Source: an optimization exercise on an open RTL-to-GDS flow (aim: a short achievable clock period and few clock cycles per item). Production flows keep margins and buffers that such runs may drop. In this exercise RTL edits were held to simulation tests only and were not proved equivalent to the original.

// iir_filter_transposed_df2
module iir_filter_transposed_df2
#(
  parameter int unsigned TAPS = 4
) (
  input  logic                clk_i,
  input  logic                rst_ni,
  input  logic                s_tvalid_i,
  output logic                s_tready_o,
  input  logic signed [15:0]  s_tdata_i,    
  output logic                m_tvalid_o,
  input  logic                m_tready_i,
  output logic signed [15:0]  m_tdata_o,    
  input  logic                cfg_we_i,
  input  logic [2:0]          cfg_idx_i,
  input  logic signed [17:0]  cfg_data_i
);
  logic              accept;
  logic              y_valid;
  iirt_pkg::sample_t y;
  iirt_seq u_seq (
    .clk_i      (clk_i),
    .rst_ni     (rst_ni),
    .s_tvalid_i (s_tvalid_i),
    .s_tready_o (s_tready_o),
    .accept_o   (accept),
    .m_tvalid_o (m_tvalid_o),
    .m_tready_i (m_tready_i),
    .m_tdata_o  (m_tdata_o),
    .y_valid_i  (y_valid),
    .y_i        (y)
  );
  ...
Size: about 12000 cells after synthesis.
==> module iirt_datapath, before the edit <==
module iirt_datapath (
  input  logic              clk_i,
  input  logic              rst_ni,
  input  logic              accept_i,
  input  iirt_pkg::sample_t x_i,
  input  logic              cfg_we_i,
  input  logic [2:0]        cfg_idx_i,
  input  iirt_pkg::coef_t   cfg_data_i,
  output logic              y_valid_o,
  output iirt_pkg::sample_t y_o
);
  localparam int unsigned NB = 4;     
  localparam int unsigned NA = 3;     
  iirt_pkg::coef_t   coef_q [iirt_pkg::NCOEF];
  logic              v1_q, v2_q, v3_q, v4_q, v5_q;
  iirt_pkg::sample_t x1_q;
  iirt_pkg::sample_t x2_q;
  iirt_pkg::acc_t    hs3_q, hc3_q, g3_q, r3_q, e3_q;
  iirt_pkg::acc_t    hg4_q, g4_q, r4_q, e4_q;
  iirt_pkg::sample_t yr_q;            
  logic              yo_q, ys_q;      
  iirt_pkg::acc_t    w1_q, w2_q, rp_q, ep_q;
  logic              w1o_q, w2o_q, epo_q;
  iirt_pkg::sample_t yc;              
  iirt_pkg::acc_t    hsum;
  iirt_pkg::acc_t    gsum, rsum, esum, hgsum;
  iirt_pkg::acc_t    sum_y, sum_w1, sum_w2;
  always_ff @(posedge clk_i or negedge rst_ni) begin
    if (!rst_ni) begin
      for (int i = 0; i < iirt_pkg::NCOEF; i++) begin
        coef_q[i] <= (i == int'(iirt_pkg::REG_B0)) ? iirt_pkg::B0_RESET : '0;
      end
    end else if (cfg_we_i && (cfg_idx_i < 3'(iirt_pkg::NCOEF))) begin
      coef_q[cfg_idx_i] <= cfg_data_i;
    end
  end
  always_comb begin
    yc = !yo_q ? yr_q : (ys_q ? 16'sh8000 : 16'sh7fff);
  end
  always_ff @(posedge clk_i or negedge rst_ni) begin
    if (!rst_ni) begin
      v1_q <= 1'b0;
      x1_q <= '0;
      v2_q <= 1'b0;
      x2_q <= '0;
    end else begin
      v1_q <= accept_i;
      if (accept_i) begin
        x1_q <= x_i;
      end
      v2_q <= v1_q;
      if (v1_q) begin
        x2_q <= x1_q;
      end
    end
  end
  always_comb begin
    hsum = iirt_pkg::acc_t'(coef_q[iirt_pkg::REG_B0]) * iirt_pkg::acc_t'(x2_q);
    gsum = iirt_pkg::acc_t'(coef_q[iirt_pkg::REG_B1]) * iirt_pkg::acc_t'(x2_q);
    rsum = iirt_pkg::acc_t'(coef_q[iirt_pkg::REG_B2]) * iirt_pkg::acc_t'(x2_q);
    esum = iirt_pkg::acc_t'(coef_q[iirt_pkg::REG_B3]) * iirt_pkg::acc_t'(x2_q);
  end
  always_ff @(posedge clk_i or negedge rst_ni) begin
    if (!rst_ni) begin
      v3_q  <= 1'b0;
      hs3_q <= '0;
      hc3_q <= '0;
      g3_q  <= '0;
      r3_q  <= '0;
      e3_q  <= '0;
    end else begin
      v3_q <= v2_q;
      if (v2_q) begin
        hs3_q <= hsum;
        hc3_q <= iirt_pkg::RND_HALF;
        g3_q  <= gsum;
        r3_q  <= rsum;
        e3_q  <= esum;
      end
    end
  end
  always_comb begin
    hgsum = (v3_q ? hs3_q + hc3_q : '0) + (v4_q ? g4_q : '0);
  end
  always_ff @(posedge clk_i or negedge rst_ni) begin
    if (!rst_ni) begin
      v4_q  <= 1'b0;
      hg4_q <= '0;
      g4_q  <= '0;
      r4_q  <= '0;
      e4_q  <= '0;
    end else begin
      v4_q  <= v3_q;
      hg4_q <= hgsum;
      if (v3_q) begin
        g4_q <= g3_q;
        r4_q <= r3_q;
        e4_q <= e3_q;
      end
    end
  end
  always_comb begin
    sum_y  = hg4_q + iirt_pkg::sat40(w1_q, w1o_q)
           - iirt_pkg::acc_t'(coef_q[iirt_pkg::REG_A1]) * iirt_pkg::acc_t'(yc);
    sum_w1 = rp_q + iirt_pkg::sat40(w2_q, w2o_q)
           - iirt_pkg::acc_t'(coef_q[iirt_pkg::REG_A2]) * iirt_pkg::acc_t'(yc);
    sum_w2 = iirt_pkg::sat40(ep_q, epo_q)
           - iirt_pkg::acc_t'(coef_q[iirt_pkg::REG_A3]) * iirt_pkg::acc_t'(yc);
  end
  always_ff @(posedge clk_i or negedge rst_ni) begin
    if (!rst_ni) begin
      v5_q  <= 1'b0;
      yr_q  <= '0;
      yo_q  <= 1'b0;
      ys_q  <= 1'b0;
      w1_q  <= '0;
      w1o_q <= 1'b0;
      w2_q  <= '0;
      w2o_q <= 1'b0;
      rp_q  <= '0;
      ep_q  <= '0;
      epo_q <= 1'b0;
    end else begin
      v5_q <= v4_q;
      if (v4_q) begin
        yr_q  <= sum_y[29:14];
        yo_q  <= iirt_pkg::ovf16(sum_y);
        ys_q  <= sum_y[41];
        w1_q  <= sum_w1;
        w1o_q <= iirt_pkg::ovf40(sum_w1);
        w2_q  <= sum_w2;
        w2o_q <= iirt_pkg::ovf40(sum_w2);
        rp_q  <= r4_q;
        ep_q  <= e4_q;
        epo_q <= 1'b0;
      end else begin
        yr_q  <= '0;
        yo_q  <= 1'b0;
        ys_q  <= 1'b0;
        w1_q  <= sum_y;
        w1o_q <= iirt_pkg::ovf40(sum_y);
        w2_q  <= sum_w1;
        w2o_q <= iirt_pkg::ovf40(sum_w1);
        rp_q  <= '0;
        ep_q  <= sum_w2;
        epo_q <= iirt_pkg::ovf40(sum_w2);
      end
    end
  end
  assign y_valid_o = v5_q;
  assign y_o       = !yo_q ? yr_q : (ys_q ? 16'sh8000 : 16'sh7fff);
endmodule
Settings: LEC_CHECK=0, CAP_MARGIN=20, CORE_MARGIN=2, CORE_UTILIZATION=40, PLACE_DENSITY=0.6, SETUP_SLACK_MARGIN=3, SLEW_MARGIN=20; clock period 9.0 ns.
run.sh (not shown) runs the stock make flow with config.mk's settings and CLKGATE_MAP_FILE= SYNTH_SCRIPT=/design/flow/synth_recipe.tcl, a recipe that flattens the netlist after the stock synthesis.
The starting point produced a layout that fails on setup timing.
Testbench counts at the start, summed over its fixed seeds: cycles 8,192, items 8,000.
Then changed:
--- a/flow/design.v
+++ b/flow/design.v
@@ -198,4 +198,7 @@
     end
   end
+  function automatic logic signed [33:0] prod(input iirt_pkg::coef_t c, input iirt_pkg::sample_t v);
+    prod = c * v;
+  endfunction
   always_comb begin
     yc = !yo_q ? yr_q : (ys_q ? 16'sh8000 : 16'sh7fff);
@@ -219,8 +222,8 @@
   end
   always_comb begin
-    hsum = iirt_pkg::acc_t'(coef_q[iirt_pkg::REG_B0]) * iirt_pkg::acc_t'(x2_q);
-    gsum = iirt_pkg::acc_t'(coef_q[iirt_pkg::REG_B1]) * iirt_pkg::acc_t'(x2_q);
-    rsum = iirt_pkg::acc_t'(coef_q[iirt_pkg::REG_B2]) * iirt_pkg::acc_t'(x2_q);
-    esum = iirt_pkg::acc_t'(coef_q[iirt_pkg::REG_B3]) * iirt_pkg::acc_t'(x2_q);
+    hsum = iirt_pkg::acc_t'(prod(coef_q[iirt_pkg::REG_B0], x2_q));
+    gsum = iirt_pkg::acc_t'(prod(coef_q[iirt_pkg::REG_B1], x2_q));
+    rsum = iirt_pkg::acc_t'(prod(coef_q[iirt_pkg::REG_B2], x2_q));
+    esum = iirt_pkg::acc_t'(prod(coef_q[iirt_pkg::REG_B3], x2_q));
   end
   always_ff @(posedge clk_i or negedge rst_ni) begin
@@ -265,9 +268,9 @@
   always_comb begin
     sum_y  = hg4_q + iirt_pkg::sat40(w1_q, w1o_q)
-           - iirt_pkg::acc_t'(coef_q[iirt_pkg::REG_A1]) * iirt_pkg::acc_t'(yc);
+           - iirt_pkg::acc_t'(prod(coef_q[iirt_pkg::REG_A1], yc));
     sum_w1 = rp_q + iirt_pkg::sat40(w2_q, w2o_q)
-           - iirt_pkg::acc_t'(coef_q[iirt_pkg::REG_A2]) * iirt_pkg::acc_t'(yc);
+           - iirt_pkg::acc_t'(prod(coef_q[iirt_pkg::REG_A2], yc));
     sum_w2 = iirt_pkg::sat40(ep_q, epo_q)
-           - iirt_pkg::acc_t'(coef_q[iirt_pkg::REG_A3]) * iirt_pkg::acc_t'(yc);
+           - iirt_pkg::acc_t'(prod(coef_q[iirt_pkg::REG_A3], yc));
   end
   always_ff @(posedge clk_i or negedge rst_ni) begin
Effect: The new run went through all stages and came out clean. Cell area increases by 4.3%. Maximum frequency climbs by 30%. Setup slack gets better by 2.3 ns. Via count went down by 1.0%. Wire length climbs by 5.2%. Utilization grows by 1.5 points. Global-route usage grows by 0.27 points. Non-clock buffer count falls by 344. Clock-buffer cell count rose by 3.
Testbench counts after the change, summed over its fixed seeds: cycles 8,192, items 8,000.

==> afterwards: timing with drivers on the ports <==
The flow's constraints put no driver on any port. The routed layouts listed below were extracted and timed again, unchanged, in two steps.
Step 1 sets driving cells, clkbuf_16 on the clock port and buf_2 on the other inputs (assumed; they add their load-dependent delay and slew).
Step 2 adds t to the input delays and takes it off the output delays; t is the mean of the earliest and latest rising clock arrival at the registers after step 1. Input paths then give back, and output paths get back, about the clock's delay inside the block.
a / b / c = ideal ports / drivers / drivers and shift; a / b = the first two.
run | t, ns | slack for setup (ns) | worst setup path at the end | worst register clock-pin slew, ns | pins driven straight from the clock port
the first run | 0.845 | -1.093 / -1.093 / -1.093 | register to register | 0.07 / 0.07 | 1
the second run | 0.837 | 1.256 / 1.256 / 1.256 | register to register | 0.07 / 0.07 | 1
